Context: an optimization exercise on an open-source flow, tuned for small area, a short achievable clock period and few clock cycles. The choices shown serve that exercise and are no tape-out recipe.
At most, simulation tests tie the RTL to the original design; equivalence was not proved.
Function not checked in runs 5 to 7: the RTL went through the layout flow alone.
No activity file was given, so power comes from the tool's default toggle rates.

--- flow/flow/run.sh ---
#!/bin/bash
# The standard layout (the standard.sh: standard synthesis, floorplan, placement, CTS,
# routing), except that the port buffers placement inserts are plain buffers
# (sky130_fd_sc_hd__buf_1) instead of the delay cell ORFS picks by default. Every input and
# output port still gets its own buffer; resizing may upsize it later.
set -euo pipefail
export BUFFER_PORTS_ARGS="-buffer_cell sky130_fd_sc_hd__buf_1"
bash standard.sh finish > standard.log 2>&1
--- flow/standard.sh ---
#!/bin/bash
# synth_recipe.tcl (not shown) runs the flow's synth.tcl, then flattens the netlist and writes it again
# the make line also repeats each setting of config.mk as NAME=value (left out here)
make -C /OpenROAD-flow-scripts/flow DESIGN_CONFIG=/design/flow/config.mk WORK_HOME=/design/flow/orfs CLKGATE_MAP_FILE= SYNTH_SCRIPT=/design/flow/synth_recipe.tcl "${@:-finish}"
--- flow/config.mk ---
export PLATFORM = sky130hd
export DESIGN_NAME = four_channel_rate_limited_averager_top
export DESIGN_NICKNAME = four_channel_rate_limited_averager_top
export VERILOG_FILES = /design/flow/design.v
export SDC_FILE = /design/flow/constraint.sdc
export NUM_CORES = 4
export LEC_CHECK = 0
export ABC_AREA = 1
export CAP_MARGIN = 20
export CORE_MARGIN = 2
export CORE_UTILIZATION = 40
export CTS_CLUSTER_DIAMETER = 100
export CTS_CLUSTER_SIZE = 24
export SETUP_SLACK_MARGIN = 2.7
export SLEW_MARGIN = 20
export TNS_END_PERCENT = 5
--- flow/constraint.sdc ---
create_clock -name core_clock -period 5.5 [get_ports {clk}]
set_input_delay 1.1000 -clock core_clock [delete_from_list [all_inputs] [get_ports {clk}]]
set_output_delay 1.1000 -clock core_clock [all_outputs]
set_load 0.01 [all_outputs]
--- flow/design.v ---
package fcrla_pkg;
	localparam int MAX_SAMPLES = 4096;
	localparam int SAMPLE_BITS = 16;
	localparam int LANES    = 4;
	localparam int AVG_W    = 16;
	localparam int COUNT_W  = 13;
	localparam int TIME_W   = 32;
	localparam int IVAL_W   = 16;
	localparam int TALLY_W  = $clog2(MAX_SAMPLES + 1);          
	localparam int TRIPLE_W = TALLY_W + 1;                      
	localparam int SUM_W    = SAMPLE_BITS + $clog2(MAX_SAMPLES);  
	localparam int REM_W    = SUM_W - AVG_W;                    
	localparam int STEPS    = AVG_W / 2;                        
	localparam int CNT_W    = $clog2(STEPS);
	localparam int IN_W     = 104;
	localparam int OUT_W    = 80;
	localparam logic [IVAL_W-1:0] EMIT_INTERVAL_RESET = IVAL_W'(1000);
endpackage
module fcrla_lane (
	input  logic                              clk,
	input  logic                              acc_zero,  
	input  logic                              add,
	input  logic [fcrla_pkg::SAMPLE_BITS-1:0] sample,
	input  logic                              follow,    
	input  logic                              step,
	input  logic [fcrla_pkg::TALLY_W-1:0]     d1,        
	input  logic [fcrla_pkg::TRIPLE_W-1:0]    d3,        
	output logic [fcrla_pkg::AVG_W-1:0]       avg
);
	localparam int SW = fcrla_pkg::SUM_W;
	localparam int RW = fcrla_pkg::REM_W;
	localparam int AW = fcrla_pkg::AVG_W;
	logic [SW-1:0]   acc_q;
	logic [AW:0]     lo_sum;
	logic [SW-AW-1:0] hi_inc;
	logic [SW-1:0]   acc_sum;
	logic [SW-1:0]   acc_d;
	logic [SW-1:0]   div_q;
	logic [RW+1:0]   r4;
	logic [RW+2:0]   s1, s2, s3;
	logic [RW-1:0]   rem;
	logic [1:0]      qd;
	assign lo_sum  = {1'b0, acc_q[AW-1:0]} + {1'b0, sample};
	assign hi_inc  = acc_q[SW-1:AW] + (SW-AW)'(1);
	assign acc_sum = {lo_sum[AW] ? hi_inc : acc_q[SW-1:AW], lo_sum[AW-1:0]};
	always_comb begin
		unique case ({acc_zero, add})
			2'b00: acc_d = acc_q;
			2'b01: acc_d = acc_sum;
			2'b10: acc_d = '0;
			2'b11: acc_d = SW'(sample);
		endcase
	end
	always_ff @(posedge clk) begin
		acc_q <= acc_d;
	end
	assign r4 = div_q[SW-1:AW-2];
	assign s1 = {1'b0, r4} - (RW+3)'(d1);
	assign s2 = {1'b0, r4} - (RW+3)'({d1, 1'b0});
	assign s3 = {1'b0, r4} - (RW+3)'(d3);
	always_comb begin
		if (!s3[RW+2]) begin
			qd  = 2'd3;
			rem = s3[RW-1:0];
		end else if (!s2[RW+2]) begin
			qd  = 2'd2;
			rem = s2[RW-1:0];
		end else if (!s1[RW+2]) begin
			qd  = 2'd1;
			rem = s1[RW-1:0];
		end else begin
			qd  = 2'd0;
			rem = r4[RW-1:0];
		end
	end
	always_ff @(posedge clk) begin
		div_q[SW-1:AW] <= step ? rem : acc_d[SW-1:AW];
		if (follow) begin
			div_q[AW-1:0] <= acc_d[AW-1:0];
		end else if (step) begin
			div_q[AW-1:0] <= {div_q[AW-3:0], qd};
		end
	end
	assign avg = div_q[AW-1:0];
endmodule
module four_channel_rate_limited_averager_top (
	input  logic                          clk,
	input  logic                          arst_n,
	input  logic                          s_tvalid,
	output logic                          s_tready,
	input  logic [fcrla_pkg::IN_W-1:0]    s_tdata,
	input  logic [1:0]                    s_tuser,
	output logic                          m_tvalid,
	input  logic                          m_tready,
	output logic [fcrla_pkg::OUT_W-1:0]   m_tdata,
	input  logic                          cfg_we,
	input  logic [fcrla_pkg::IVAL_W-1:0]  cfg_data
);
	localparam int TW = fcrla_pkg::TALLY_W;
	localparam int XW = fcrla_pkg::TRIPLE_W;
	localparam int HW = fcrla_pkg::TIME_W / 2;
	logic [fcrla_pkg::IVAL_W-1:0] ival_q;
	logic                         cfgd_q;    
	logic                         stream_q;
	logic [2*HW-1:0]              last_q;
	logic [HW:0]                  end_q;     
	logic [2*HW-1:0]              cand_last_q;  
	logic [HW:0]                  cand_end_q;   
	logic                         take_last_q;  
	logic                         take_end_q;   
	logic [2*HW-1:0]              last_v;
	logic [HW:0]                  end_v;
	logic [TW-1:0]                tally_q;
	logic [XW-1:0]                triple_q;  
	logic                         ready_q;
	logic                         pend_q;    
	logic                         busy_q;    
	logic                         valid_q;   
	logic [fcrla_pkg::CNT_W-1:0]  cnt_q;
	logic [TW-1:0]                count_q;   
	logic [XW-1:0]                count3_q;
	logic                         accept;
	logic                         start;
	logic                         smp;
	logic [HW-1:0]                now_lo, now_hi, last_hi1;
	logic                         borrow;
	logic                         lt_end;
	logic                         in_window;
	logic                         hi_zero;
	logic                         emit;
	logic                         div_free;
	logic                         load;
	logic                         zero;
	logic                         add;
	logic                         done;
	logic                         busy_d, valid_d, pend_d, free_d;
	logic [TW-1:0]                tally_d, tally_inc;
	logic [XW-1:0]                triple_d, triple_inc;
	logic [HW-1:0]                cand_hi1, kept_hi1;
	logic                         cmd_smp, smp_ok;
	logic [HW:0]                  end_sum;
	logic [fcrla_pkg::AVG_W-1:0]  avg [fcrla_pkg::LANES];
	assign now_lo   = s_tdata[1 +: HW];
	assign now_hi   = s_tdata[1 + HW +: HW];
	assign div_free = !busy_q && !valid_q;
	assign load     = pend_q && div_free;
	assign s_tready = ready_q;
	assign accept   = s_tvalid && ready_q;
	assign cmd_smp  = s_tvalid && (s_tuser == 2'd0) && s_tdata[0];
	assign smp_ok   = ready_q && stream_q;
	assign start    = s_tvalid && (s_tuser == 2'd1) && ready_q;
	assign smp      = cmd_smp && smp_ok;
	assign zero     = load || start;
	assign add      = cmd_smp && smp_ok && (load || !tally_q[TW-1]);
	assign tally_inc  = tally_q + TW'(1);
	assign triple_inc = triple_q + XW'(3);
	assign tally_d    = zero ? TW'(add) : (add ? tally_inc : tally_q);
	assign triple_d   = zero ? (add ? XW'(3) : '0) : (add ? triple_inc : triple_q);
	assign last_v    = take_last_q ? cand_last_q : last_q;
	assign end_v     = take_end_q ? cand_end_q : end_q;
	assign last_hi1  = take_last_q ? cand_hi1 : kept_hi1;
	assign cand_hi1  = cand_last_q[2*HW-1:HW] + HW'(1);
	assign kept_hi1  = last_q[2*HW-1:HW] + HW'(1);
	assign borrow    = now_lo < last_v[HW-1:0];
	assign lt_end    = now_lo < end_v[HW-1:0];
	assign in_window = end_v[HW] ? (!borrow || lt_end) : (!borrow && lt_end);
	assign hi_zero   = borrow ? (now_hi == last_hi1) : (now_hi == last_v[2*HW-1:HW]);
	assign emit      = smp && hi_zero && in_window ? 1'b0 : smp;
	assign end_sum  = (cfgd_q ? {1'b0, last_v[HW-1:0]} : {1'b0, now_lo}) + (HW+1)'(ival_q);
	assign done    = busy_q && cnt_q == fcrla_pkg::CNT_W'(fcrla_pkg::STEPS - 1);
	assign busy_d  = load || (busy_q && !done);
	assign valid_d = done || (valid_q && !m_tready);
	assign free_d  = !busy_d && !valid_d;
	assign pend_d  = emit || (pend_q && !div_free);
	genvar g;
	generate
		for (g = 0; g < fcrla_pkg::LANES; g++) begin : g_lane
			fcrla_lane u_lane (
				.clk      (clk),
				.acc_zero (zero),
				.add      (add),
				.sample   (s_tdata[33 + 16*g +: fcrla_pkg::SAMPLE_BITS]),
				.follow   (free_d),
				.step     (load || busy_q),
				.d1       (count_q),
				.d3       (count3_q),
				.avg      (avg[g])
			);
		end
	endgenerate
	always_ff @(posedge clk) begin
		tally_q  <= tally_d;
		triple_q <= triple_d;
		if (free_d) begin
			count_q  <= tally_d;
			count3_q <= triple_d;
		end
		if (load) begin
			cnt_q <= fcrla_pkg::CNT_W'(1);
		end else if (busy_q) begin
			cnt_q <= cnt_q + fcrla_pkg::CNT_W'(1);
		end
	end
	always_ff @(posedge clk or negedge arst_n) begin
		if (!arst_n) begin
			ival_q <= fcrla_pkg::EMIT_INTERVAL_RESET;
			cfgd_q <= 1'b0;
		end else begin
			cfgd_q <= cfg_we;
			if (cfg_we) begin
				ival_q <= cfg_data;
			end
		end
	end
	always_ff @(posedge clk or negedge arst_n) begin
		if (!arst_n) begin
			stream_q <= 1'b0;
		end else if (accept && s_tuser == 2'd1) begin
			stream_q <= 1'b1;
		end else if (accept && s_tuser == 2'd2) begin
			stream_q <= 1'b0;
		end
	end
	always_ff @(posedge clk) begin
		cand_last_q <= {now_hi, now_lo};
		cand_end_q  <= end_sum;
	end
	always_ff @(posedge clk or negedge arst_n) begin
		if (!arst_n) begin
			last_q      <= '0;
			end_q       <= (HW+1)'(fcrla_pkg::EMIT_INTERVAL_RESET);
			take_last_q <= 1'b0;
			take_end_q  <= 1'b0;
		end else begin
			last_q      <= last_v;
			end_q       <= end_v;
			take_last_q <= emit;
			take_end_q  <= emit || cfgd_q;
		end
	end
	always_ff @(posedge clk or negedge arst_n) begin
		if (!arst_n) begin
			ready_q <= 1'b1;
			pend_q  <= 1'b0;
			busy_q  <= 1'b0;
			valid_q <= 1'b0;
		end else begin
			ready_q <= !cfg_we && !(pend_d && !free_d);
			pend_q  <= pend_d;
			busy_q  <= busy_d;
			valid_q <= valid_d;
		end
	end
	assign m_tvalid = valid_q;
	assign m_tdata  = {3'b000, count_q, avg[3], avg[2], avg[1], avg[0]};
endmodule
==> flow_metrics.tcl, run 1 <==
set metrics [dict create \
    rrSetupSlack_ns 2.53 \
    syn_to_final_growth_pct 18.0 \
    peakVddDrop_mv 0.310 \
    chipHeight_um 265 \
    critPathKind "reg -> reg" \
    clock-root-buffer "clkbuf_16" \
    cpMostUsedCell "nand2_2" \
    grt_pass1_wl_mm 124 \
    syn_avg_cell_area_um2 7.51 \
    leakagePower_nw 14.5 \
    critPathCaptureType "flip-flop" \
    rsz0062_at_grt "yes" \
    die_area_um2 70200 \
    drc 0 \
    critPathMaxStageDelay_ns 0.53 \
    synth-edff-count 91 \
    vias_per_cell 5.21 \
    core_area_um2 67300 \
    cts.path.max_buffers 3 \
    status "complete, no violations" \
    ys_seq_elements 403 \
    drtIter0Drc 1519 \
    drive_above_1_share_pct 14.4 \
    hold_path_class "in -> async" \
    synth.top_cell.area_share_pct 17.6 \
    crit_chain "buf_12, nand2_4, and2_4, nand2_2, o21ai_2, ha_2, inv_2, fa_2, nor2_2, a211oi_2, o21ai_1, nand3_1, nand2_2, nand3_2, nand2_2, nand3_2, nand2_2, nand3_2, nand2_2, nand3_2, nand2_2" \
    synth_warnings 3 \
    synth_cells 3625 \
    drt-wirelength-per-cell_um 16.9 \
    syn_area_um2 27200 \
    grt_pass1_vias 22800 \
    wirelength_mm 80.8 \
    hpwl_mm 54.6 \
    clk_pin_slew_worst_paths_ns 0.10 \
    final_common_cell "nand2_1" \
    worstPathRequired_ns 6.02 \
    io_pins 209 \
    antenna_found_initial 6 \
    vias 24900 \
    drv_slew 0 \
    rr_endpoint "cand_end_q[16]$_DFF_P_" \
    clock_sinks 403 \
    drtAntennaViolNets 0 \
    yosysSeqAreaShare_pct 34.4 \
    max_cap_violations 0 \
    powerDensity_nw_per_um2 604 \
    post-route-min-period_ns 2.97 \
    fin_setup_tns_ns 0 \
    maxClockFrequency_mhz 337 \
    clk_latency_ns 0.58 \
    synthArstFlopShare_pct 18.1 \
    synthTopCellsByArea "dfxtp_1 18%, ha_1 13%, nand2_1 13%, edfxtp_1 10%, o21ai_0 6.0%" \
    cts_buffers 23 \
    cp.arrival_ns 3.49 \
    routabilityCongestion 0.868 \
    grt-ovfl-total 0 \
    row_count 95 \
    timing.final.crit_share_pct 54.0 \
    drtPass1Iterations 6 \
    cts_hold_buf 0 \
    finClkSkew_ns 0.0242 \
    synth_flop_cell "dfxtp_1" \
    die_w_um 265 \
    fin_nets 4308 \
    critPathSlowestCell "dfrtp_2" \
    start_util_pct 40.5 \
    reg2reg_depth 21 \
    maxSlewHeadroom_pct 41.5 \
    cts_tree "built" \
    gr-usage-all-layers_pct 22.0 \
    rr_startpoint "take_last_q$_DFF_PN0_" \
    setup_violations 0 \
    timing.hold.ws_ns 0.397 \
    yosys.area.top_type "dfxtp_1" \
    numPortBuffers 198 \
    grt_max_degree 68 \
    critPathMaxFanout 8 \
    layout_common_cells "874 x nand2_1, 343 x inv_1, 296 x a21oi_1" \
    startpoint_type "flip-flop" \
    h-tree-depth 1 \
    finalHoldViolCount 0 \
    worst_pin_slew_ns 0.872 \
    synth_cell_types 58 \
]
## Yosys cell counts, types with 3 or more instances
master	n
o22ai_1	8
inv_1	365
xnor2_1	60
edfxtp_1	91
nor3_2	4
fa_1	17
nand2_1	919
o21ai_0	325
o211ai_1	42
ha_1	279
dfstp_2	13
o21a_1	8
inv_2	4
o221ai_1	4
a21boi_0	11
o21bai_1	10
dfxtp_1	239
nor3_1	57
o21ai_1	8
dfrtp_1	60
buf_4	67
o21ai_2	8
or2_2	33
nor4_1	8
nand3b_1	9
xor2_1	78
nand2_2	5
nor2_1	173
nand3_1	183
nor3b_1	3
a31oi_1	17
o2111ai_1	3
a21o_1	8
mux2_2	15
a211oi_1	11
o31ai_1	10
buf_1	6
a21oi_1	321
nand4_1	29
clkbuf_1	69
buf_2	24
## flip-flops by register name, summed over array words and instances (netlist names), 3 cells and up
register / count
count_q: 13
triple_q: 14
g_lane.u_lane.div_q: 112
tally_q: 13
ival_q: 16
cand_last_q: 32
end_q: 17
cnt_q: 3
last_q: 32
cand_end_q: 17
count3_q: 14
g_lane.u_lane.acc_q: 112
## logic make-up after synthesis
group                      count (synthesis)  synth area share (%)
xor gates and xnor gates                 138                  4.44
AOI/OAI and AO/OA                        802                  16.1
buffers and inverters                    537                  8.46
DFF                                      403                  34.4
and+or+nand+nor                         1433                  21.9
muxes                                     15                 0.620
adders and majority gates                296                  14.1
other                                      1                0.0138
## stage by stage
step                instances  util, %  power (mW)  setup WS, ns  instance area, µm²
global placement         4551     42.2        15.2          1.50               28400
finish                   4776     47.8        19.4          2.53               32100
floorplan                3627        -        12.8          2.27               27300
CTS                      4691     45.3        18.4          2.57               30500
detailed placement       4551     42.2        15.3          1.50               28400
global route             4776     47.8        21.3          2.36               32100
## power breakdown
group	internal, mW	switching, mW	leakage [nW]	total [mW]
Clock	0.831	1.11	0.352	1.94
Combinational	5.19	7.81	10.3	13.0
Sequential	3.94	0.541	3.87	4.48
Total	9.97	9.46	14.5	19.4
## routing by layer
| metal | up-vias | track usage, % | share of wire [%] |
|---|---|---|---|
| met5 | - | 0 | 0.083 |
| met4 | 10 | 6.37 | 3.0 |
| met3 | 130 | 2.45 | 4.6 |
| met2 | 514 | 35.8 | 46 |
| met1 | 11500 | 30.7 | 47 |
| li1 | 12700 | - | - |
## how the worst max path moves through the flow
stage / startpoint / to / slack [ns] / depth (start not counted)
CTS: take_last_q$_DFF_PN0_ / cand_end_q[16]$_DFF_P_ / 2.57 / 21
detailed placement: s_tdata[81] / g_lane[3].u_lane.div_q[24]$_DFF_P_ / 1.50 / 20
floorplan: s_tdata[2] / cand_end_q[15]$_DFF_P_ / 2.27 / 14
global placement: s_tdata[81] / g_lane[3].u_lane.div_q[24]$_DFF_P_ / 1.50 / 20
finish: take_last_q$_DFF_PN0_ / cand_end_q[16]$_DFF_P_ / 2.53 / 21
global route: take_last_q$_DFF_PN0_ / ready_q$_DFF_PN1_ / 2.36 / 19
## worst max-delay path, delay by kind of cell (launching register included)
family,cells,cell delay [ns]
compound gates,3,0.34
flops,1,0.53
simple gates,14,1.17
buf+inv,2,0.24
fa+ha+maj,2,0.62
## repair_timing
action	CTS	global route
setup endpoints to repair	326	250
gates resized for setup	187	243
gates cloned	18	7
setup buffers	80	77
pin swaps	56	102
## cell type report
| class | instances | area (µm²) |
|---|---|---|
| Tap cell | 873 | 1090 |
| Sequential cell | 403 | 9360 |
| Timing Repair inverter | 10 | 71.3 |
| Clock buffer | 33 | 623 |
| Timing Repair Buffer | 380 | 2450 |
| Antenna cell | 1 | 2.50 |
| Inverter | 370 | 1480 |
| Multi-Input combinational cell | 2697 | 17000 |
| Clock inverter | 9 | 97.6 |
| Fill cell | 6676 | 35100 |
Testbench counts, summed over its fixed seeds: cycles 15,879.
==> inputs of run 2 (changes only) <==
--- a/flow/config.mk
+++ b/flow/config.mk
@@ -11,6 +11,6 @@
 export CORE_UTILIZATION = 40
 export CTS_CLUSTER_DIAMETER = 100
 export CTS_CLUSTER_SIZE = 24
-export SETUP_SLACK_MARGIN = 2.7
+export SETUP_SLACK_MARGIN = 2.5
 export SLEW_MARGIN = 20
 export TNS_END_PERCENT = 5
==> flow_metrics.tcl, run 2 <==
set metrics [dict create \
    postPlaceCellArea_um2 28400 \
    regArea_um2 9360 \
    power.internal_mw 9.61 \
    synth_cells 3625 \
    drc 0 \
    power_mw 18.9 \
    synthTopCellsByArea "dfxtp_1 18%, ha_1 13%, nand2_1 13%, edfxtp_1 10%, o21ai_0 6.0%" \
    fin_nets 4250 \
    status "complete, no violations" \
    yosysMostFrequentCell "nand2_1" \
    biggestRegsByFlops "g_lane.u_lane.acc_q: 112 flops, g_lane.u_lane.div_q: 112 flops" \
    h-tree-depth 1 \
    grt_max_degree 68 \
    maxClockFrequency_mhz 331 \
    critPathMaxFanout 14 \
    leakagePower_nw 14.1 \
    p_sw_share_pct 49.1 \
    p_switching_mw 9.26 \
    layout_common_cells "881 x nand2_1, 346 x inv_1, 307 x a21oi_1" \
    p_comb_share_pct 66.0 \
    multi_input_area_um2 16500 \
    timing.final.crit_share_pct 55.0 \
    syn_area_um2 27200 \
    clock-root-buffer "clkbuf_16" \
    setup_violations 0 \
    drt-wirelength-per-cell_um 16.7 \
    wirelength_mm 78.8 \
    grt-ovfl-total 0 \
    start_util_pct 40.5 \
    maxSlewHeadroom_pct 39.1 \
    routabilityCongestion 0.868 \
    clock_power_share_pct 10.3 \
    yosys.area.top_type "dfxtp_1" \
    cts_buffers 23 \
    n_fill_cell 6785 \
    final_area_um2 31100 \
    io_pins 209 \
    worst_pin_slew_ns 0.908 \
    max_cap_violations 0 \
    cp.arrival_ns 3.53 \
    drv_slew 0 \
    post-route-min-period_ns 3.02 \
    synth_common_cells "919 x nand2_1, 365 x inv_1, 325 x o21ai_0, 321 x a21oi_1, 279 x ha_1" \
    yosysSeqAreaShare_pct 34.4 \
    hold_path_class "in -> async" \
    syn_avg_cell_area_um2 7.51 \
    cts_hold_buf 0 \
    drtPass1Iterations 6 \
    clock_sinks 403 \
    vias 24300 \
    grt_pass1_vias 22400 \
    synth_cell_types 58 \
    chipHeight_um 265 \
    synth_warnings 3 \
    grt_pass1_wl_mm 121 \
    cts_tree "built" \
    final_common_cell "nand2_1" \
    synth.top_cell.area_share_pct 17.6 \
    die_w_um 265 \
    worstPathRequired_ns 6.00 \
    critPathCaptureType "flip-flop" \
    numPortBuffers 198 \
    finClkSkew_ns 0.0254 \
    rsz0062_at_grt "yes" \
    cts.path.max_buffers 3 \
    drive_above_1_share_pct 11.8 \
    hpwl_mm 54.6 \
    startpoint_type "flip-flop" \
    ys_seq_elements 403 \
    drtIter0Drc 1441 \
    powerDensity_nw_per_um2 606 \
    drtAntennaViolNets 0 \
    synthArstFlopShare_pct 18.1 \
    synth_flop_cell "dfxtp_1" \
    fin_setup_tns_ns 0 \
    synth-edff-count 91 \
    gr-usage-all-layers_pct 21.3 \
    core_area_um2 67300 \
    peakVddDrop_mv 0.299 \
    row_count 95 \
    syn_to_final_growth_pct 14.3 \
    clk_pin_slew_worst_paths_ns 0.10 \
    critPathKind "reg -> reg" \
    clk_latency_ns 0.58 \
    finalHoldViolCount 0 \
    seqPwrFrac_pct 23.7 \
    vias_per_cell 5.16 \
    antenna_found_initial 7 \
    die_area_um2 70200 \
]
-- run 2: cell counts after synthesis --
No cell type changed its count.
-- run 2: layout make-up --
class	count	area share, %
diodes	2	0.0161
clock buffers	33	2.00
clock inverters	9	0.313
inverters	370	4.72
multi-input cells	2694	53.0
flip-flops and latches	403	30.1
well taps	873	3.51
repair buffers	325	6.20
repair inverters	10	0.229
-- run 2: cell families (layout without fill, tap and decap cells) --
group / after synthesis / in the layout / share of synthesized area, %
AOI/OAI and AO/OA: 802 / 802 / 16.1
xor gates and xnor gates: 138 / 138 / 4.44
adders and majority gates: 296 / 296 / 14.1
buffers and inverters: 537 / 747 / 8.46
DFF: 403 / 403 / 34.4
muxes: 15 / 15 / 0.620
other: 1 / 5 / 0.0138
and+or+nand+nor: 1433 / 1440 / 21.9
-- run 2: per-stage QoR --
| step | std cells | worst slack (ns) | hold slack (ns) | utilization [%] |
|---|---|---|---|---|
| 2_1_floorplan | 3627 | 2.27 | 0.416 | - |
| 4_1_cts | 4631 | 2.36 | 0.373 | 44.0 |
| 6_report | 4719 | 2.48 | 0.402 | 46.3 |
| 3_3_place_gp | 4551 | 1.50 | 0.438 | 42.2 |
| 3_5_place_dp | 4551 | 1.50 | 0.439 | 42.2 |
| 5_1_grt | 4719 | 2.31 | 0.383 | 46.3 |
-- run 2: power groups by stage --
stage	combinational [mW]	clock, mW	sequential [mW]
floorplan	8.50	0	4.35
global placement	10.6	0	4.54
detailed placement	10.7	0	4.55
CTS	11.4	2.00	4.46
global route	14.0	2.11	4.57
finish	12.4	1.94	4.48
-- run 2: routing by layer --
metal  share of wire, %  global-route usage, %
met1                 47                   29.6
met2                 46                   35.5
met3                4.5                   2.04
met4                2.7                   5.51
met5              0.081                      0
-- run 2: repair_timing --
action                     4_1_cts  5_1_grt
pin swaps                        9       72
cloned                           6       14
resized for setup               72      237
setup buffers                   32       72
setup endpoints to repair      225      258
-- run 2: worst paths after layout --
| check | from | end | slack [ns] | cells past startpoint |
|---|---|---|---|---|
| min in group core_clock | g_lane[0].u_lane.acc_q[27]$_DFF_P_ | g_lane[0].u_lane.acc_q[27]$_DFF_P_ | 0.45 | 1 |
| max in group asynchronous | arst_n | take_last_q$_DFF_PN0_ | 3.99 | 2 |
| min | arst_n | ival_q[2]$_DFFE_PN0P_ | 0.40 | 1 |
| min reg2reg | g_lane[0].u_lane.acc_q[27]$_DFF_P_ | g_lane[0].u_lane.acc_q[27]$_DFF_P_ | 0.45 | 1 |
| max reg2reg | take_last_q$_DFF_PN0_ | ready_q$_DFF_PN1_ | 2.48 | 19 |
| max | take_last_q$_DFF_PN0_ | ready_q$_DFF_PN1_ | 2.48 | 19 |
-- run 2: critical path, cell delays in order (launching register included) --
cell      delay, ns
dfrtp_2        0.52
buf_12         0.19
buf_8          0.14
o21ai_4        0.12
ha_1           0.26
a21oi_1        0.16
nor2_1         0.06
a211oi_2       0.27
nand2_4        0.15
nand2_4        0.20
nand3_1        0.09
nand2_1        0.06
nand2_1        0.07
inv_1          0.06
nand3_1        0.08
nor2_2         0.13
nand3_2        0.09
nand2_2        0.10
nand2_2        0.06
a21oi_2        0.14
==> inputs of run 3 (changes only) <==
==> flow/run.sh (new file) <==
#!/bin/bash
# synth_recipe.tcl (not shown) runs the flow's synth.tcl, then flattens the netlist and writes it again
# the make line also repeats each setting of config.mk as NAME=value (left out here)
make -C /OpenROAD-flow-scripts/flow DESIGN_CONFIG=/design/flow/config.mk WORK_HOME=/design/flow/orfs CLKGATE_MAP_FILE= SYNTH_SCRIPT=/design/flow/synth_recipe.tcl finish
removed: flow/flow/run.sh
removed: flow/standard.sh
==> flow_metrics.tcl, run 3 <==
set metrics [dict create \
    status "complete, no violations" \
    grt_max_degree 74 \
    drtPass1Iterations 5 \
    drive_above_1_share_pct 11.6 \
    rrSetupSlack_ns 2.35 \
    grt-ovfl-total 0 \
    grt_pass1_vias 22400 \
    peakVddDrop_mv 0.353 \
    syn_to_final_growth_pct 19.3 \
    drv_slew 0 \
    crit_path_end "cand_end_q[6]$_DFF_P_" \
    vias 24200 \
    chipHeight_um 265 \
    clock_sinks 403 \
    leakagePower_nw 14.8 \
    grt_pass1_wl_mm 121 \
    ys_seq_elements 403 \
    synth_common_cells "919 x nand2_1, 365 x inv_1, 325 x o21ai_0, 321 x a21oi_1, 279 x ha_1" \
    cpMostUsedCell "buf_4" \
    cts_tree "built" \
    clock-root-buffer "clkbuf_16" \
    synth_cell_types 58 \
    postPlaceCellArea_um2 29600 \
    io_pins 209 \
    yosysMostFrequentCell "nand2_1" \
    post-route-min-period_ns 3.15 \
    synth_flop_cell "dfxtp_1" \
    critPathMaxFanout 14 \
    crit_path_start "take_last_q$_DFF_PN0_" \
    biggestRegsByFlops "g_lane.u_lane.acc_q: 112 flops, g_lane.u_lane.div_q: 112 flops" \
    timing.final.crit_share_pct 57.2 \
    synth_warnings 3 \
    powerDensity_nw_per_um2 581 \
    startpoint_type "flip-flop" \
    worstPathRequired_ns 5.99 \
    maxSlewHeadroom_pct 31.5 \
    core_area_um2 67300 \
    cts_hold_buf 0 \
    drc 0 \
    syn_avg_cell_area_um2 7.51 \
    worst_pin_slew_ns 1.03 \
    finClkSkew_ns 0.0321 \
    clk_pin_slew_worst_paths_ns 0.10 \
    synthArstFlopShare_pct 18.1 \
    critPathMaxStageDelay_ns 0.49 \
    critPathKind "reg -> reg" \
    hpwl_mm 54.7 \
    setup_violations 0 \
    die_area_um2 70200 \
    fin_nets 4254 \
    synth_cells 3625 \
    row_count 95 \
    synth-edff-count 91 \
    cp.arrival_ns 3.63 \
    critPathCaptureType "flip-flop" \
    maxClockFrequency_mhz 318 \
    start_util_pct 40.5 \
    wirelength_mm 78.6 \
    cts.path.max_buffers 3 \
    synthTopCellsByArea "dfxtp_1 18%, ha_1 13%, nand2_1 13%, edfxtp_1 10%, o21ai_0 6.0%" \
    antenna_found_initial 8 \
    layout_common_cells "890 x nand2_1, 344 x inv_1, 306 x a21oi_1" \
    vias_per_cell 5.13 \
    drtIter0Drc 1437 \
    fin_setup_tns_ns 0 \
    crit_chain "buf_12, clkbuf_16, o21ai_2, inv_1, o21ai_2, buf_4, fa_2, nor2_2, a211oi_2, o21ai_1, buf_4, buf_4, buf_4, buf_4, buf_4, buf_4, buf_4, xor2_2" \
    syn_area_um2 27200 \
    finalHoldViolCount 0 \
    hold_path_class "reg -> reg" \
    final_common_cell "nand2_1" \
    reg2reg_depth 18 \
    cts_buffers 23 \
    clk_latency_ns 0.59 \
    drtAntennaViolNets 0 \
    drt-wirelength-per-cell_um 16.6 \
    rr_endpoint "cand_end_q[6]$_DFF_P_" \
    die_w_um 265 \
    routabilityCongestion 0.855 \
    h-tree-depth 1 \
    rsz0062_at_grt "yes" \
    final_area_um2 32500 \
    gr-usage-all-layers_pct 21.4 \
    synth.top_cell.area_share_pct 17.6 \
    rr_startpoint "take_last_q$_DFF_PN0_" \
    critPathSlowestCell "dfrtp_2" \
    max_cap_violations 0 \
    yosysSeqAreaShare_pct 34.4 \
    numPortBuffers 198 \
    yosys.area.top_type "dfxtp_1" \
]
run 3: power by group:
group	total (mW)	internal (mW)	switching, mW
Clock	1.96	0.838	1.12
Combinational	12.4	4.99	7.45
Sequential	4.47	3.94	0.528
run 3: stage by stage:
step           std cells  util, %  power (mW)  hold WS (ns)  setup slack [ns]
4_1_cts             4656     46.7        18.2         0.455              2.40
5_1_grt             4722     48.3        20.6         0.473              2.27
6_report            4722     48.3        18.9         0.456              2.35
2_1_floorplan       3627        -        12.8         0.416              2.27
3_5_place_dp        4549     44.0        15.7         0.437              1.10
3_3_place_gp        4549     44.0        15.6         0.438              1.15
run 3: worst max-delay path, delay by kind of cell (launching register included):
family,cells,cell delay [ns]
DFF,1,0.49
AOI/OAI and AO/OA,4,0.74
adders and majority gates,1,0.20
xor gates and xnor gates,1,0.13
buffers and inverters,11,1.42
and+or+nand+nor,1,0.05
run 3: layout make-up:
cell class / instances / area (µm²)
Timing Repair Buffer: 336 / 3230
Multi-Input combinational cell: 2692 / 16600
Timing Repair inverter: 5 / 31.3
Inverter: 370 / 1470
Antenna cell: 1 / 2.50
Clock buffer: 35 / 631
Clock inverter: 7 / 100
Sequential cell: 403 / 9360
Tap cell: 873 / 1090
Fill cell: 6638 / 34800
run 3: cell families (layout without fill, tap and decap cells):
family / Yosys count / after routing / share of synthesized area (%)
compound gates: 802 / 802 / 16.1
fa+ha+maj: 296 / 296 / 14.1
xor+xnor: 138 / 138 / 4.44
other cells: 1 / 4 / 0.0138
mux: 15 / 15 / 0.620
flops: 403 / 403 / 34.4
simple gates: 1433 / 1438 / 21.9
buf+inv: 537 / 753 / 8.46
run 3: worst min path at each step:
| stage | startpoint | cells after the start | slack, ns | endpoint |
|---|---|---|---|---|
| global route | g_lane[0].u_lane.acc_q[27]$_DFF_P_ | 1 | 0.47 | g_lane[0].u_lane.acc_q[27]$_DFF_P_ |
| finish | g_lane[0].u_lane.acc_q[27]$_DFF_P_ | 1 | 0.46 | g_lane[0].u_lane.acc_q[27]$_DFF_P_ |
| CTS | g_lane[0].u_lane.acc_q[27]$_DFF_P_ | 1 | 0.46 | g_lane[0].u_lane.acc_q[27]$_DFF_P_ |
| global placement | g_lane[1].u_lane.acc_q[27]$_DFF_P_ | 1 | 0.44 | g_lane[1].u_lane.acc_q[27]$_DFF_P_ |
| detailed placement | g_lane[0].u_lane.acc_q[27]$_DFF_P_ | 1 | 0.44 | g_lane[0].u_lane.acc_q[27]$_DFF_P_ |
| floorplan | g_lane[0].u_lane.acc_q[27]$_DFF_P_ | 1 | 0.42 | g_lane[0].u_lane.acc_q[27]$_DFF_P_ |
run 3: layer usage:
| metal | wire (µm) | global-route usage, % |
|---|---|---|
| met1 | 37600 | 29.5 |
| met3 | 3180 | 2.48 |
| met4 | 1660 | 5.01 |
| met2 | 36000 | 35.9 |
| met5 | 89 | 0 |
run 3: repair_timing:
action,in CTS,in global routing
gates cloned,6,7
pin swaps,42,55
gates resized for setup,169,142
buffers inserted,59,58
endpoints found under the setup margin,258,168
hold endpoints to repair,0,0
==> inputs of run 4 (changes only) <==
--- a/flow/design.v
+++ b/flow/design.v
@@ -74,11 +74,10 @@
 		end
 	end
 	always_ff @(posedge clk) begin
-		div_q[SW-1:AW] <= step ? rem : acc_d[SW-1:AW];
 		if (follow) begin
-			div_q[AW-1:0] <= acc_d[AW-1:0];
+			div_q <= acc_d;
 		end else if (step) begin
-			div_q[AW-1:0] <= {div_q[AW-3:0], qd};
+			div_q <= {rem, div_q[AW-3:0], qd};
 		end
 	end
 	assign avg = div_q[AW-1:0];
--- a/flow/config.mk
+++ b/flow/config.mk
@@ -13,4 +13,3 @@
 export CTS_CLUSTER_SIZE = 24
 export SETUP_SLACK_MARGIN = 2.5
 export SLEW_MARGIN = 20
-export TNS_END_PERCENT = 5
==> flow_metrics.tcl, run 4 <==
set metrics [dict create \
    status "complete, no violations" \
    cts_buffers 22 \
    cp_top_family "buffers and inverters" \
    synth_cells 3626 \
    grt-ovfl-total 0 \
    timing.final.crit_share_pct 56.9 \
    hold_path_class "reg -> reg" \
    reg2reg_depth 7 \
    setup_violations 0 \
    crit_path_end "g_lane[1].u_lane.div_q[24]$_DFFE_PP_" \
    clock_sinks 403 \
    powerDensity_nw_per_um2 629 \
    critPathKind "in -> reg" \
    grt_pass1_vias 23000 \
    synthTopCellsByArea "edfxtp_1 15%, dfxtp_1 14%, ha_1 13%, nand2_1 12%, a21oi_1 5.7%" \
    syn_to_final_growth_pct 25.4 \
    grt_pass1_wl_mm 126 \
    chipHeight_um 267 \
    maxSlewHeadroom_pct 30.8 \
    routabilityCongestion 0.875 \
    antenna_found_initial 10 \
    synth-edff-count 139 \
    synth_warnings 3 \
    io_pins 209 \
    yosysSeqAreaShare_pct 35.4 \
    drt-wirelength-per-cell_um 17.1 \
    rsz0062_at_grt "yes" \
    yosysMostFrequentCell "nand2_1" \
    syn_area_um2 27800 \
    crit_path_start "m_tready" \
    drc 0 \
    syn_avg_cell_area_um2 7.66 \
    stdcell_count 4858 \
    row_count 96 \
    core_area_um2 68700 \
    leakagePower_nw 15.4 \
    cts_tree "built" \
    synth_flop_cell "dfxtp_1" \
    finClkSkew_ns 0.0208 \
    dp_cells 4622 \
    gr-usage-all-layers_pct 22.1 \
    cp.arrival_ns 3.40 \
    layout_common_cells "852 x nand2_1, 359 x inv_1, 264 x a21oi_1" \
    cp.depth 6 \
    fin_nets 4328 \
    drive_above_1_share_pct 17.5 \
    vias_per_cell 5.17 \
    rrSetupSlack_ns 2.43 \
    power_mw 21.9 \
    final_area_um2 34800 \
    peakVddDrop_mv 0.422 \
    worstPathRequired_ns 5.77 \
    critPathMaxFanout 75 \
    worst_pin_slew_ns 1.04 \
    synthArstFlopShare_pct 18.1 \
    synth.top_cell.area_share_pct 15.0 \
    crit_chain "clkdlybuf4s50_1, o21ai_4, nor2_4, inv_4, nand3_4, buf_12" \
    synth_cell_types 58 \
    start_util_pct 40.4 \
    drtAntennaViolNets 0 \
    critPathCaptureType "flip-flop" \
    clk_pin_slew_worst_paths_ns 0.10 \
    rr_endpoint "g_lane[1].u_lane.div_q[24]$_DFFE_PP_" \
    startpoint_type "primary input" \
    biggestRegsByFlops "g_lane.u_lane.acc_q: 112 flops, g_lane.u_lane.div_q: 112 flops" \
    drtIter0Drc 1636 \
    n_fill_cell 6683 \
    die_area_um2 71500 \
    maxClockFrequency_mhz 320 \
    h-tree-depth 1 \
    critPathMaxStageDelay_ns 0.60 \
    fin_setup_tns_ns 0 \
    final_common_cell "nand2_1" \
    postPlaceCellArea_um2 30500 \
    vias 25100 \
    clock-root-buffer "clkbuf_16" \
    hpwl_mm 56.8 \
    synth_common_cells "895 x nand2_1, 387 x inv_1, 317 x a21oi_1, 310 x o21ai_0, 279 x ha_1" \
    yosys.area.top_type "edfxtp_1" \
    grt_max_degree 80 \
    critPathBufInv 3 \
    max_cap_violations 0 \
    numPortBuffers 198 \
    die_w_um 267 \
    clk_latency_ns 0.59 \
    rr_startpoint "cnt_q[0]$_SDFFE_PP1P_" \
    drtPass1Iterations 6 \
    finalHoldViolCount 0 \
    critPathSlowestCell "nand3_4" \
    wirelength_mm 83.0 \
    cts.path.max_buffers 3 \
    ys_seq_elements 403 \
    drv_slew 0 \
    post-route-min-period_ns 3.13 \
]
run 4: changes by cell type after synthesis, sizes merged, moves of 14 or more:
cell	delta
dfxtp	-48
inv	+23
nor3	+20
nand4	-14
nand2	-22
edfxtp	+48
o21ai	-22
run 4: logic make-up (layout without fill, tap and decap cells):
kind of cell	after synthesis	count (layout)	synth area share, %
AOI/OAI and AO/OA	795	795	15.9
xor gates and xnor gates	137	137	4.32
other	1	9	0.0135
buffers and inverters	553	836	8.52
DFF	403	403	35.4
muxes	15	15	0.608
and+or+nand+nor	1426	1436	21.5
adders and majority gates	296	296	13.8
run 4: cell type report:
| class | instances | area, µm² | share of cell area, % |
|---|---|---|---|
| inverter | 394 | 1570 | 4.52 |
| sequential | 403 | 9840 | 28.3 |
| timing repair inverter | 3 | 21.3 | 0.0611 |
| timing repair buffer | 399 | 3860 | 11.1 |
| tap | 931 | 1160 | 3.35 |
| multi-input combinational | 2682 | 17600 | 50.6 |
| clock inverter | 6 | 73.8 | 0.212 |
| clock buffer | 34 | 626 | 1.80 |
| antenna | 6 | 15.0 | 0.0431 |
run 4: per-layer routing:
metal	global-route usage [%]	vias to the layer above	wire, µm
met5	0	-	48
met4	5.35	8	2020
met3	2.43	105	3740
met2	37.0	505	38700
met1	30.6	11700	38500
li1	-	12700	-
run 4: power by group:
part	total, mW	switching (mW)	internal (mW)	leakage [nW]
Sequential	4.77	0.594	4.18	3.99
Combinational	15.2	8.91	6.29	11.1
Clock	1.92	1.10	0.816	0.335
Total	21.9	10.6	11.3	15.4
run 4: worst min path at each step:
stage                                            start                            endpoint  slack (ns)  cells after the start
global placement    g_lane[3].u_lane.acc_q[27]$_DFF_P_  g_lane[3].u_lane.acc_q[27]$_DFF_P_        0.46                      2
global route        g_lane[3].u_lane.acc_q[27]$_DFF_P_  g_lane[3].u_lane.acc_q[27]$_DFF_P_        0.50                      2
CTS                 g_lane[3].u_lane.acc_q[27]$_DFF_P_  g_lane[3].u_lane.acc_q[27]$_DFF_P_        0.48                      2
floorplan                          tally_q[11]$_DFF_P_                 tally_q[11]$_DFF_P_        0.44                      1
detailed placement  g_lane[3].u_lane.acc_q[27]$_DFF_P_  g_lane[3].u_lane.acc_q[27]$_DFF_P_        0.46                      2
finish              g_lane[3].u_lane.acc_q[27]$_DFF_P_  g_lane[3].u_lane.acc_q[27]$_DFF_P_        0.47                      2
run 4: worst reg2reg max path: cells and delay by family, from the launching register on:
family	cells	cell delay [ns]
AND/OR/NAND/NOR	2	0.70
flip-flops	1	0.34
buffers and inverters	2	0.91
AO/OA/AOI/OAI	1	0.35
adder cells (fa/ha/maj)	2	0.39
run 4: through the flow:
step / setup WS (ns) / utilization, % / hold WS [ns]
6_report: 2.37 / 50.7 / 0.474
2_1_floorplan: 2.39 / - / 0.439
3_3_place_gp: 1.13 / 44.4 / 0.460
3_5_place_dp: 1.11 / 44.4 / 0.464
5_1_grt: 2.20 / 50.7 / 0.501
4_1_cts: 2.31 / 47.3 / 0.479
run 4: what timing repair did:
action / 4_1_cts / 5_1_grt
hold buffers: 0 / 0
pin swaps: 47 / 122
setup endpoints to repair: 271 / 192
resized for setup: 193 / 347
gates cloned: 12 / 6
setup buffers: 68 / 104
Testbench counts of run 4, summed over its fixed seeds: cycles 15,879.
==> inputs of run 5 (changes only) <==
--- a/flow/design.v
+++ b/flow/design.v
@@ -40,6 +40,7 @@
 	logic [RW+2:0]   s1, s2, s3;
 	logic [RW-1:0]   rem;
 	logic [1:0]      qd;
+	logic            ge1, ge2, ge3;
 	assign lo_sum  = {1'b0, acc_q[AW-1:0]} + {1'b0, sample};
 	assign hi_inc  = acc_q[SW-1:AW] + (SW-AW)'(1);
 	assign acc_sum = {lo_sum[AW] ? hi_inc : acc_q[SW-1:AW], lo_sum[AW-1:0]};
@@ -58,21 +59,14 @@
 	assign s1 = {1'b0, r4} - (RW+3)'(d1);
 	assign s2 = {1'b0, r4} - (RW+3)'({d1, 1'b0});
 	assign s3 = {1'b0, r4} - (RW+3)'(d3);
-	always_comb begin
-		if (!s3[RW+2]) begin
-			qd  = 2'd3;
-			rem = s3[RW-1:0];
-		end else if (!s2[RW+2]) begin
-			qd  = 2'd2;
-			rem = s2[RW-1:0];
-		end else if (!s1[RW+2]) begin
-			qd  = 2'd1;
-			rem = s1[RW-1:0];
-		end else begin
-			qd  = 2'd0;
-			rem = r4[RW-1:0];
-		end
-	end
+	assign ge1 = !s1[RW+2];
+	assign ge2 = !s2[RW+2];
+	assign ge3 = !s3[RW+2];
+	assign qd  = {ge2, ge3 || (ge1 && !ge2)};
+	assign rem = ({RW{ge3}} & s3[RW-1:0])
+	           | ({RW{ge2 && !ge3}} & s2[RW-1:0])
+	           | ({RW{ge1 && !ge2}} & s1[RW-1:0])
+	           | ({RW{!ge1}} & r4[RW-1:0]);
 	always_ff @(posedge clk) begin
 		if (follow) begin
 			div_q <= acc_d;
==> flow/flow/run.sh (new file) <==
#!/bin/bash
# The standard layout (the standard.sh: standard synthesis, floorplan, placement, CTS,
# routing), except that the port buffers placement inserts are plain buffers
# (sky130_fd_sc_hd__buf_1) instead of the delay cell ORFS picks by default. Every input and
# output port still gets its own buffer; resizing may upsize it later.
set -euo pipefail
export BUFFER_PORTS_ARGS="-buffer_cell sky130_fd_sc_hd__buf_1"
bash standard.sh finish > standard.log 2>&1
==> flow/standard.sh (new file) <==
#!/bin/bash
# synth_recipe.tcl (not shown) runs the flow's synth.tcl, then flattens the netlist and writes it again
# the make line also repeats each setting of config.mk as NAME=value (left out here)
make -C /OpenROAD-flow-scripts/flow DESIGN_CONFIG=/design/flow/config.mk WORK_HOME=/design/flow/orfs CLKGATE_MAP_FILE= SYNTH_SCRIPT=/design/flow/synth_recipe.tcl "${@:-finish}"
--- a/flow/config.mk
+++ b/flow/config.mk
@@ -11,5 +11,5 @@
 export CORE_UTILIZATION = 40
 export CTS_CLUSTER_DIAMETER = 100
 export CTS_CLUSTER_SIZE = 24
-export SETUP_SLACK_MARGIN = 2.5
+export SETUP_SLACK_MARGIN = 2.2
 export SLEW_MARGIN = 20
removed: flow/run.sh
==> flow_metrics.tcl, run 5 <==
set metrics [dict create \
    status "complete, no violations" \
    numPortBuffers 198 \
    drive_above_1_share_pct 9.80 \
    start_util_pct 40.6 \
    drv_slew 0 \
    critPathCaptureType "flip-flop" \
    rrSetupSlack_ns 2.39 \
    core_area_um2 68900 \
    cts_tree "built" \
    powerDensity_nw_per_um2 641 \
    cp.arrival_ns 3.48 \
    rr_endpoint "cand_end_q[15]$_DFF_P_" \
    wirelength_mm 79.1 \
    cts_buffers 23 \
    synthTopCellsByArea "edfxtp_1 15%, dfxtp_1 14%, ha_1 12%, nand2_1 12%, inv_1 5.5%" \
    finalHoldViolCount 0 \
    fin_setup_tns_ns 0 \
    synth_common_cells "862 x nand2_1, 411 x inv_1, 304 x a21oi_1, 279 x ha_1, 251 x o21ai_0" \
    post-route-util_pct 45.2 \
    biggestRegsByFlops "g_lane.u_lane.acc_q: 112 flops, g_lane.u_lane.div_q: 112 flops" \
    vias_per_cell 5.13 \
    grt_pass1_wl_mm 124 \
    max_cap_violations 0 \
    chipHeight_um 268 \
    maxSlewHeadroom_pct 46.7 \
    synth.top_cell.area_share_pct 14.9 \
    critPathMaxFanout 8 \
    worst_pin_slew_ns 0.797 \
    drtIter0Drc 1387 \
    h-tree-depth 1 \
    rsz0062_at_grt "yes" \
    yosys.area.top_type "edfxtp_1" \
    drc 0 \
    leakagePower_nw 13.8 \
    clk_pin_slew_worst_paths_ns 0.10 \
    drt-wirelength-per-cell_um 16.5 \
    syn_avg_cell_area_um2 7.64 \
    drtAntennaViolNets 0 \
    ys_seq_elements 403 \
    rr_startpoint "take_last_q$_DFF_PN0_" \
    startpoint_type "primary input" \
    yosysMostFrequentCell "nand2_1" \
    critPathKind "in -> reg" \
    synth_cells 3662 \
    reg2reg_depth 17 \
    grt_max_degree 141 \
    setup_violations 0 \
    io_pins 209 \
    worstPathRequired_ns 5.85 \
    layout_common_cells "846 x nand2_1, 389 x inv_1, 294 x a21oi_1" \
    clock_sinks 403 \
    timing.final.crit_share_pct 56.9 \
    syn_area_um2 28000 \
    hold_path_class "in -> async" \
    finClkSkew_ns 0.0331 \
    hpwl_mm 57.1 \
    cts.path.max_buffers 3 \
    n_fill_cell 7049 \
    synth_cell_types 61 \
    synth_warnings 3 \
    maxClockFrequency_mhz 319 \
    antenna_found_initial 11 \
    post-route-min-period_ns 3.13 \
    gr-usage-all-layers_pct 21.5 \
    grt-ovfl-total 0 \
    synth_flop_cell "dfxtp_1" \
    synth-edff-count 139 \
    syn_to_final_growth_pct 11.5 \
    clock-root-buffer "clkbuf_16" \
    drtPass1Iterations 6 \
    clk_latency_ns 0.59 \
    die_w_um 268 \
    vias 24500 \
    yosysSeqAreaShare_pct 35.2 \
    peakVddDrop_mv 0.581 \
    die_area_um2 72100 \
    fin_nets 4255 \
    multi_input_area_um2 16200 \
    synthArstFlopShare_pct 18.1 \
    row_count 96 \
    grt_pass1_vias 23100 \
    regArea_um2 9840 \
    final_common_cell "nand2_1" \
    routabilityCongestion 0.879 \
]
## run 5: cell types whose count changed in the layout (fill, tap and decap cells not counted), moves of 32 or more
cell	change
o21ai_0	+38
o21ai_2	-33
a21oi_2	-40
or2_2	+44
buf_1	+196
a31oi_1	+32
ha_1	+48
ha_4	-43
clkdlybuf4s50_1	-151
buf_4	-94
nand3_1	+66
o21ai_1	-53
nor2_1	+38
## run 5: worst max-delay path by stage
stage / start / endpoint / slack, ns / cells past startpoint
2_1_floorplan: m_tready / g_lane[0].u_lane.div_q[0]$_DFFE_PP_ / 2.21 / 6
3_3_place_gp: s_tuser[1] / g_lane[2].u_lane.div_q[23]$_DFFE_PP_ / 1.23 / 13
3_5_place_dp: s_tuser[1] / g_lane[0].u_lane.div_q[25]$_DFFE_PP_ / 1.28 / 13
4_1_cts: busy_q$_DFF_PN0_ / g_lane[2].u_lane.div_q[0]$_DFFE_PP_ / 2.20 / 13
5_1_grt: take_last_q$_DFF_PN0_ / cand_end_q[15]$_DFF_P_ / 2.09 / 17
6_report: s_tdata[49] / g_lane[1].u_lane.div_q[26]$_DFFE_PP_ / 2.37 / 19
## run 5: worst max-delay path, stage by stage
cell	delay [ns]
clkbuf_2	0.13
ha_2	0.22
fa_1	0.40
nand2_1	0.10
nand2_1	0.06
nand2_1	0.05
nand2_1	0.08
nand2_1	0.06
nand2_1	0.06
a21oi_2	0.19
o21ai_2	0.12
nand3_2	0.12
nand2_4	0.09
nand2_4	0.14
nor3_1	0.06
o21ai_0	0.15
nor2_1	0.10
o21ai_0	0.16
inv_1	0.06
## run 5: cells by family after synthesis
logic type,count (synthesis),synth area share (%)
DFF,403,35.2
adders and majority gates,296,13.7
muxes,15,0.604
AOI/OAI and AO/OA,760,15.4
other,1,0.0134
and+or+nand+nor,1531,23.7
buffers and inverters,567,8.69
xor gates and xnor gates,89,2.79
## run 5: layer usage
metal	wire length, µm	track usage [%]	share of wire [%]
met2	35800	35.5	45
met4	1910	5.75	2.4
met1	37100	29.5	47
met3	4170	3.23	5.3
met5	94	0	0.12
## run 5: what timing repair did
| action | 4_1_cts | 5_1_grt |
|---|---|---|
| cloned | 1 | 7 |
| pin swaps | 3 | 25 |
| setup buffers | 31 | 38 |
| hold endpoints to repair | 0 | 0 |
| endpoints found under the setup margin | 210 | 172 |
| hold buffers | 0 | 0 |
| resized for setup | 52 | 93 |
## run 5: cell type report
| cell class | instances | share of cell area, % |
|---|---|---|
| clock buffers | 33 | 1.97 |
| multi-input cells | 2700 | 52.0 |
| clock inverters | 8 | 0.333 |
| diodes | 3 | 0.0241 |
| well taps | 931 | 3.74 |
| repair inverters | 1 | 0.0160 |
| flip-flops and latches | 403 | 31.6 |
| repair buffers | 286 | 5.16 |
| inverters | 417 | 5.25 |
## run 5: stage by stage
stage               total power, mW  std cells  setup slack, ns  hold WS, ns  instance area (µm²)
finish                         20.0       4782             2.37        0.387                31200
global route                   22.0       4782             2.09        0.377                31200
CTS                            19.5       4734             2.20        0.360                30500
detailed placement             17.0       4661             1.28        0.440                29200
global placement               16.9       4661             1.23        0.437                29200
floorplan                      14.1       3664             2.21        0.416                28000
## run 5: report_power, final
| part | internal, mW | total, mW | switching, mW |
|---|---|---|---|
| Combinational | 4.81 | 13.1 | 8.28 |
| Sequential | 4.32 | 4.95 | 0.630 |
| Clock | 0.822 | 1.94 | 1.12 |
==> inputs of run 6 (changes only) <==
--- a/flow/config.mk
+++ b/flow/config.mk
@@ -11,5 +11,5 @@
 export CORE_UTILIZATION = 40
 export CTS_CLUSTER_DIAMETER = 100
 export CTS_CLUSTER_SIZE = 24
-export SETUP_SLACK_MARGIN = 2.2
+export SETUP_SLACK_MARGIN = 2.5
 export SLEW_MARGIN = 20
==> flow_metrics.tcl, run 6 <==
set metrics [dict create \
    fin_nets 4351 \
    crit_path_start "s_tuser[1]" \
    synthTopCellsByArea "edfxtp_1 15%, dfxtp_1 14%, ha_1 12%, nand2_1 12%, inv_1 5.5%" \
    grt_pass1_wl_mm 125 \
    drtPass1Iterations 5 \
    chipHeight_um 268 \
    grt_pass1_vias 23500 \
    routabilityCongestion 0.865 \
    status "complete, no violations" \
    start_util_pct 40.6 \
    syn_avg_cell_area_um2 7.64 \
    synth-adder-area-share_pct 13.7 \
    startpoint_type "primary input" \
    fin_setup_tns_ns 0 \
    cts.path.max_buffers 3 \
    maxSlewHeadroom_pct 39.0 \
    synth-edff-count 139 \
    drtIter0Drc 1813 \
    clk_pin_slew_worst_paths_ns 0.10 \
    rrSetupSlack_ns 2.51 \
    timing.final.crit_share_pct 56.5 \
    post-route-util_pct 47.8 \
    yosysSeqAreaShare_pct 35.2 \
    syn_to_final_growth_pct 17.9 \
    finalHoldViolCount 0 \
    antenna_found_initial 4 \
    rsz0062_at_grt "yes" \
    vias 25200 \
    critPathMaxStageDelay_ns 0.33 \
    syn_area_um2 28000 \
    crit_chain "buf_1, inv_1, nand3_1, nor3_4, o21ai_4, buf_4, nor2_4, buf_12, nand2_1, nand3_1, nor2_1, a31oi_2" \
    critPathMaxFanout 47 \
    numPortBuffers 198 \
    clock-root-buffer "clkbuf_16" \
    worst_pin_slew_ns 0.916 \
    multi_input_area_um2 17000 \
    post-route-min-period_ns 3.11 \
    cts_hold_buf 0 \
    die_w_um 268 \
    drc 0 \
    io_pins 209 \
    yosys.area.top_type "edfxtp_1" \
    hold_path_class "in -> async" \
    rr_endpoint "ready_q$_DFF_PN1_" \
    rr_startpoint "take_last_q$_DFF_PN0_" \
    critPathCaptureType "flip-flop" \
    biggestRegsByFlops "g_lane.u_lane.acc_q: 112 flops, g_lane.u_lane.div_q: 112 flops" \
    cpMostUsedCell "nand3_1" \
    h-tree-depth 1 \
    synth-xor-area-share_pct 2.79 \
    grt-ovfl-total 0 \
    hpwl_mm 56.4 \
    synth_flop_cell "dfxtp_1" \
    vias_per_cell 5.16 \
    drive_above_1_share_pct 16.0 \
    synth_cells 3662 \
    synthArstFlopShare_pct 18.1 \
    critPathKind "in -> reg" \
    synth_cell_types 61 \
    cts_buffers 24 \
    wirelength_mm 81.9 \
    leakagePower_nw 14.5 \
    muxShareOfSynthArea_pct 0.604 \
    setup_violations 0 \
    die_area_um2 72100 \
    drtAntennaViolNets 0 \
    synth_warnings 3 \
    synth_common_cells "862 x nand2_1, 411 x inv_1, 304 x a21oi_1, 279 x ha_1, 251 x o21ai_0" \
    cp.depth 12 \
    grt_max_degree 141 \
    gr-usage-all-layers_pct 21.8 \
    cts_tree "built" \
    critPathBufInv 4 \
    clk_latency_ns 0.58 \
    synth.top_cell.area_share_pct 14.9 \
    crit_path_end "g_lane[3].u_lane.div_q[0]$_DFFE_PP_" \
    n_fill_cell 6886 \
    ys_seq_elements 403 \
    maxClockFrequency_mhz 322 \
    clock_sinks 403 \
    regArea_um2 9850 \
    drv_slew 0 \
    cp_top_family "simple AND/OR/NAND/NOR gates" \
    synth_top_family_by_area "simple AND/OR/NAND/NOR gates" \
    max_cap_violations 0 \
    synth_compound_area_share_pct 15.4 \
    reg2reg_depth 19 \
    powerDensity_nw_per_um2 656 \
    critPathSlowestCell "a31oi_2" \
    row_count 96 \
    finClkSkew_ns 0.0260 \
    worstPathRequired_ns 5.87 \
    cp.arrival_ns 3.48 \
    synth-simple-area-share_pct 23.7 \
    peakVddDrop_mv 0.535 \
    drt-wirelength-per-cell_um 16.8 \
    final_common_cell "nand2_1" \
    layout_common_cells "829 x nand2_1, 372 x inv_1, 273 x a21oi_1" \
    core_area_um2 68900 \
    yosysMostFrequentCell "nand2_1" \
]
run 6: what timing repair did:
item / CTS / global route
cloned: 7 / 5
pin swaps: 27 / 67
endpoints found under the setup margin: 243 / 113
resized for setup: 132 / 179
setup buffers: 73 / 90
run 6: worst min path at each step:
stage                                       start                            endpoint  slack, ns  depth (start not counted)
3_3_place_gp   g_lane[2].u_lane.acc_q[27]$_DFF_P_  g_lane[2].u_lane.acc_q[27]$_DFF_P_       0.44                          1
3_5_place_dp   g_lane[2].u_lane.acc_q[27]$_DFF_P_  g_lane[2].u_lane.acc_q[27]$_DFF_P_       0.45                          1
5_1_grt                                    arst_n                last_q[23]$_DFF_PN0_       0.35                          1
6_report                                   arst_n                last_q[23]$_DFF_PN0_       0.37                          1
4_1_cts                                    arst_n                last_q[23]$_DFF_PN0_       0.35                          1
2_1_floorplan  g_lane[2].u_lane.acc_q[27]$_DFF_P_  g_lane[2].u_lane.acc_q[27]$_DFF_P_       0.42                          1
run 6: power by group:
| part | switching [mW] | leakage (nW) | internal [mW] |
|---|---|---|---|
| logic | 8.89 | 10.2 | 5.66 |
| registers | 0.645 | 3.93 | 4.32 |
| clock network | 1.14 | 0.404 | 0.978 |
run 6: routing by layer:
layer,wire length (µm),global-route usage [%]
met2,37500,35.7
met5,13,0
met1,38300,30.7
met4,1760,5.51
met3,4310,2.54
run 6: layout make-up:
| class | instances | area share (%) |
|---|---|---|
| Antenna cell | 4 | 0.0303 |
| Clock buffer | 33 | 2.11 |
| Clock inverter | 9 | 0.410 |
| Inverter | 417 | 5.08 |
| Multi-Input combinational cell | 2701 | 51.6 |
| Sequential cell | 403 | 29.9 |
| Tap cell | 931 | 3.53 |
| Timing Repair Buffer | 378 | 7.34 |
| Timing Repair inverter | 3 | 0.0645 |
run 6: kinds of logic (layout without fill, tap and decap cells):
| logic type | Yosys count | in the layout |
|---|---|---|
| and+or+nand+nor | 1531 | 1538 |
| AOI/OAI and AO/OA | 760 | 760 |
| buffers and inverters | 567 | 840 |
| DFF | 403 | 403 |
| adders and majority gates | 296 | 296 |
| xor gates and xnor gates | 89 | 89 |
| muxes | 15 | 15 |
| other | 1 | 7 |
run 6: per-stage QoR:
step	setup WS [ns]	cells	hold WS, ns	instance area (µm²)	total power [mW]
finish	2.39	4879	0.370	33000	21.6
global route	2.29	4877	0.348	33000	23.6
CTS	2.44	4780	0.347	31500	20.3
detailed placement	1.33	4658	0.447	29500	17.1
global placement	1.41	4658	0.441	29500	17.0
floorplan	2.32	3664	0.423	28300	14.1
==> inputs of run 7 (changes only) <==
--- a/flow/design.v
+++ b/flow/design.v
@@ -56,17 +56,27 @@
 		acc_q <= acc_d;
 	end
 	assign r4 = div_q[SW-1:AW-2];
-	assign s1 = {1'b0, r4} - (RW+3)'(d1);
-	assign s2 = {1'b0, r4} - (RW+3)'({d1, 1'b0});
-	assign s3 = {1'b0, r4} - (RW+3)'(d3);
-	assign ge1 = !s1[RW+2];
-	assign ge2 = !s2[RW+2];
-	assign ge3 = !s3[RW+2];
-	assign qd  = {ge2, ge3 || (ge1 && !ge2)};
-	assign rem = ({RW{ge3}} & s3[RW-1:0])
-	           | ({RW{ge2 && !ge3}} & s2[RW-1:0])
-	           | ({RW{ge1 && !ge2}} & s1[RW-1:0])
-	           | ({RW{!ge1}} & r4[RW-1:0]);
+	fcrla_sub #(.W(RW+2)) u_s1 (.a(r4), .b((RW+2)'(d1)),         .diff(s1[RW+1:0]), .ge(ge1));
+	fcrla_sub #(.W(RW+2)) u_s2 (.a(r4), .b((RW+2)'({d1, 1'b0})), .diff(s2[RW+1:0]), .ge(ge2));
+	fcrla_sub #(.W(RW+2)) u_s3 (.a(r4), .b((RW+2)'(d3)),         .diff(s3[RW+1:0]), .ge(ge3));
+	assign s1[RW+2] = !ge1;
+	assign s2[RW+2] = !ge2;
+	assign s3[RW+2] = !ge3;
+	always_comb begin
+		if (!s3[RW+2]) begin
+			qd  = 2'd3;
+			rem = s3[RW-1:0];
+		end else if (!s2[RW+2]) begin
+			qd  = 2'd2;
+			rem = s2[RW-1:0];
+		end else if (!s1[RW+2]) begin
+			qd  = 2'd1;
+			rem = s1[RW-1:0];
+		end else begin
+			qd  = 2'd0;
+			rem = r4[RW-1:0];
+		end
+	end
 	always_ff @(posedge clk) begin
 		if (follow) begin
 			div_q <= acc_d;
@@ -75,6 +85,41 @@
 		end
 	end
 	assign avg = div_q[AW-1:0];
+endmodule
+module fcrla_sub #(
+	parameter int W = 14
+) (
+	input  logic [W-1:0] a,
+	input  logic [W-1:0] b,
+	output logic [W-1:0] diff,
+	output logic         ge       
+);
+	localparam int L = $clog2(W);
+	logic [W-1:0] p;
+	logic [W-1:0] g [L+1];
+	logic [W-1:0] t [L+1];
+	logic [W:0]   c;
+	assign p = ~(a ^ b);
+	assign g[0] = {a[W-1:1] & ~b[W-1:1], a[0] | ~b[0]};
+	assign t[0] = {p[W-1:1], 1'b0};
+	genvar l, i;
+	generate
+		for (l = 0; l < L; l++) begin : g_lvl
+			for (i = 0; i < W; i++) begin : g_bit
+				if ((i >> l) % 2 == 1) begin : g_merge
+					localparam int J = ((i >> l) << l) - 1;
+					assign g[l+1][i] = g[l][i] | (t[l][i] & g[l][J]);
+					assign t[l+1][i] = t[l][i] & t[l][J];
+				end else begin : g_pass
+					assign g[l+1][i] = g[l][i];
+					assign t[l+1][i] = t[l][i];
+				end
+			end
+		end
+	endgenerate
+	assign c    = {g[L], 1'b1};
+	assign diff = p ^ c[W-1:0];
+	assign ge   = c[W];
 endmodule
 module four_channel_rate_limited_averager_top (
 	input  logic                          clk,
--- a/flow/config.mk
+++ b/flow/config.mk
@@ -11,5 +11,5 @@
 export CORE_UTILIZATION = 40
 export CTS_CLUSTER_DIAMETER = 100
 export CTS_CLUSTER_SIZE = 24
-export SETUP_SLACK_MARGIN = 2.5
+export SETUP_SLACK_MARGIN = 2.2
 export SLEW_MARGIN = 20
==> flow_metrics.tcl, run 7 <==
set metrics [dict create \
    status "complete, no violations" \
    synth_compound_area_share_pct 12.3 \
    synth.top_cell.area_share_pct 15.2 \
    drtAntennaViolNets 0 \
    syn_to_final_growth_pct 14.5 \
    row_count 96 \
    cts_hold_buf 0 \
    gr-usage-all-layers_pct 20.4 \
    synthTopCellsByArea "edfxtp_1 15%, dfxtp_1 14%, nand2_1 13%, ha_1 12%, dfrtp_1 5.5%" \
    dpl_worst_slack_ns 1.44 \
    vias_per_cell 5.08 \
    cts.path.max_buffers 3 \
    layout_common_cells "888 x nand2_1, 345 x inv_1, 256 x ha_1" \
    drt-wirelength-per-cell_um 16.6 \
    fin_nets 4154 \
    die_area_um2 70900 \
    rr_endpoint "g_lane[0].u_lane.div_q[21]$_DFFE_PP_" \
    critPathKind "reg -> reg" \
    yosysMostFrequentCell "nand2_1" \
    drtPass1Iterations 6 \
    h-tree-depth 1 \
    start_util_pct 40.3 \
    cts_tree "built" \
    stdcell_count 4606 \
    startpoint_type "flip-flop" \
    synth-edff-count 139 \
    reg2reg_depth 24 \
    yosysSeqAreaShare_pct 35.8 \
    drv_slew 0 \
    final_common_cell "nand2_1" \
    max_cap_violations 0 \
    critPathCaptureType "flip-flop" \
    clock_sinks 403 \
    die_w_um 266 \
    dp_cells 4428 \
    maxClockFrequency_mhz 303 \
    chipHeight_um 266 \
    synth-simple-area-share_pct 23.7 \
    setup_violations 0 \
    rrSetupSlack_ns 2.20 \
    clk_latency_ns 0.59 \
    drtIter0Drc 1615 \
    yosys.area.top_type "edfxtp_1" \
    grt_max_degree 147 \
    synth_common_cells "921 x nand2_1, 369 x inv_1, 271 x ha_1, 246 x nand3_1, 236 x a21oi_1" \
    rr_startpoint "count_q[0]$_DFFE_PP_" \
    biggestRegsByFlops "g_lane.u_lane.acc_q: 112 flops, g_lane.u_lane.div_q: 112 flops" \
    io_pins 209 \
    syn_avg_cell_area_um2 7.92 \
]
## run 7: cell types whose count changed in the layout (fill, tap and decap cells not counted), moves of 21 or more
cell     change
a21oi_1     -52
buf_4       -40
fa_1        +35
inv_1       -27
nand2_1     +59
nand3_1     +32
nor2_1      -42
o21ai_0     +21
o21ai_1     -44
## run 7: repair_timing
action / in CTS / in global routing
pin swaps: 7 / 83
resized for setup: 40 / 200
buffers inserted: 44 / 80
gates cloned: 2 / 11
endpoints found under the setup margin: 102 / 81
endpoints found under the hold margin: 0 / 0
## run 7: layout make-up
type                            count  area [µm²]
Inverter                          379        1520
Timing Repair inverter              3        23.8
Tap cell                          882        1100
Sequential cell                   403        9840
Fill cell                        6753       36900
Timing Repair Buffer              353        2290
Clock buffer                       33         592
Multi-Input combinational cell   2545       16000
Antenna cell                        1        2.50
Clock inverter                      7        87.6
## run 7: power by group
group	switching [mW]	internal, mW
clock	1.10	0.781
sequential	0.630	4.32
combinational	8.17	5.72
## run 7: worst max-delay path, stage by stage (launching register included)
cell and delay (ns):
edfxtp_1 0.39, buf_6 0.15, buf_6 0.13, buf_8 0.13
ha_4 0.15, fa_2 0.35, inv_2 0.08, nand3_2 0.08
nand2_2 0.09, nand2_2 0.06, nand2_2 0.05, nand2_1 0.04
inv_1 0.06, or2_4 0.13, a21o_1 0.16, nand4_1 0.28
nand2_4 0.25, buf_6 0.13, nand2_2 0.04, nand3_2 0.06
nand2_1 0.05, nand2_1 0.05, nand2_1 0.05, nand2_1 0.06
nand2_1 0.06
## run 7: logic make-up (layout without fill, tap and decap cells)
family | Yosys count | in the layout
mux | 16 | 16
other cells | 1 | 4
simple gates | 1517 | 1521
xor+xnor | 98 | 98
flops | 403 | 403
fa+ha+maj | 320 | 320
buf+inv | 534 | 775
compound gates | 587 | 587
## run 7: worst max-delay path by stage
stage,from,to,slack [ns],cells past startpoint
after floorplan,m_tready,g_lane[0].u_lane.div_q[0]$_DFFE_PP_,2.22,6
after global placement,count_q[1]$_DFFE_PP_,g_lane[3].u_lane.div_q[21]$_DFFE_PP_,1.46,17
after detailed placement,count_q[1]$_DFFE_PP_,g_lane[0].u_lane.div_q[21]$_DFFE_PP_,1.44,19
after CTS,take_last_q$_DFF_PN0_,cand_end_q[16]$_DFF_P_,2.18,19
after global routing,count_q[0]$_DFFE_PP_,g_lane[0].u_lane.div_q[20]$_DFFE_PP_,2.06,24
final,count_q[0]$_DFFE_PP_,g_lane[0].u_lane.div_q[21]$_DFFE_PP_,2.20,24
## run 7: through the flow
stage	util, %	total power [mW]	hold WS, ns	cell area (µm²)
finish	46.1	20.7	0.431	31500
global route	46.1	22.8	0.444	31500
CTS	43.8	19.0	0.415	29900
detailed placement	42.0	16.5	0.437	28700
global placement	42.0	16.3	0.434	28700
floorplan	-	13.9	0.416	27500
## run 7: layer usage
layer,global-route usage [%],share of wire [%]
met1,29.3,49
met4,3.58,1.5
met2,33.8,46
met3,1.92,4.2
met5,0,0.035

Setup slack of run 7, layout unchanged: 2.203 ns with ideal ports, 2.203 ns with driving cells assumed (clock clkbuf_16, inputs buf_2), 1.786 ns with port delays also shifted by the 0.647 ns mid clock arrival.
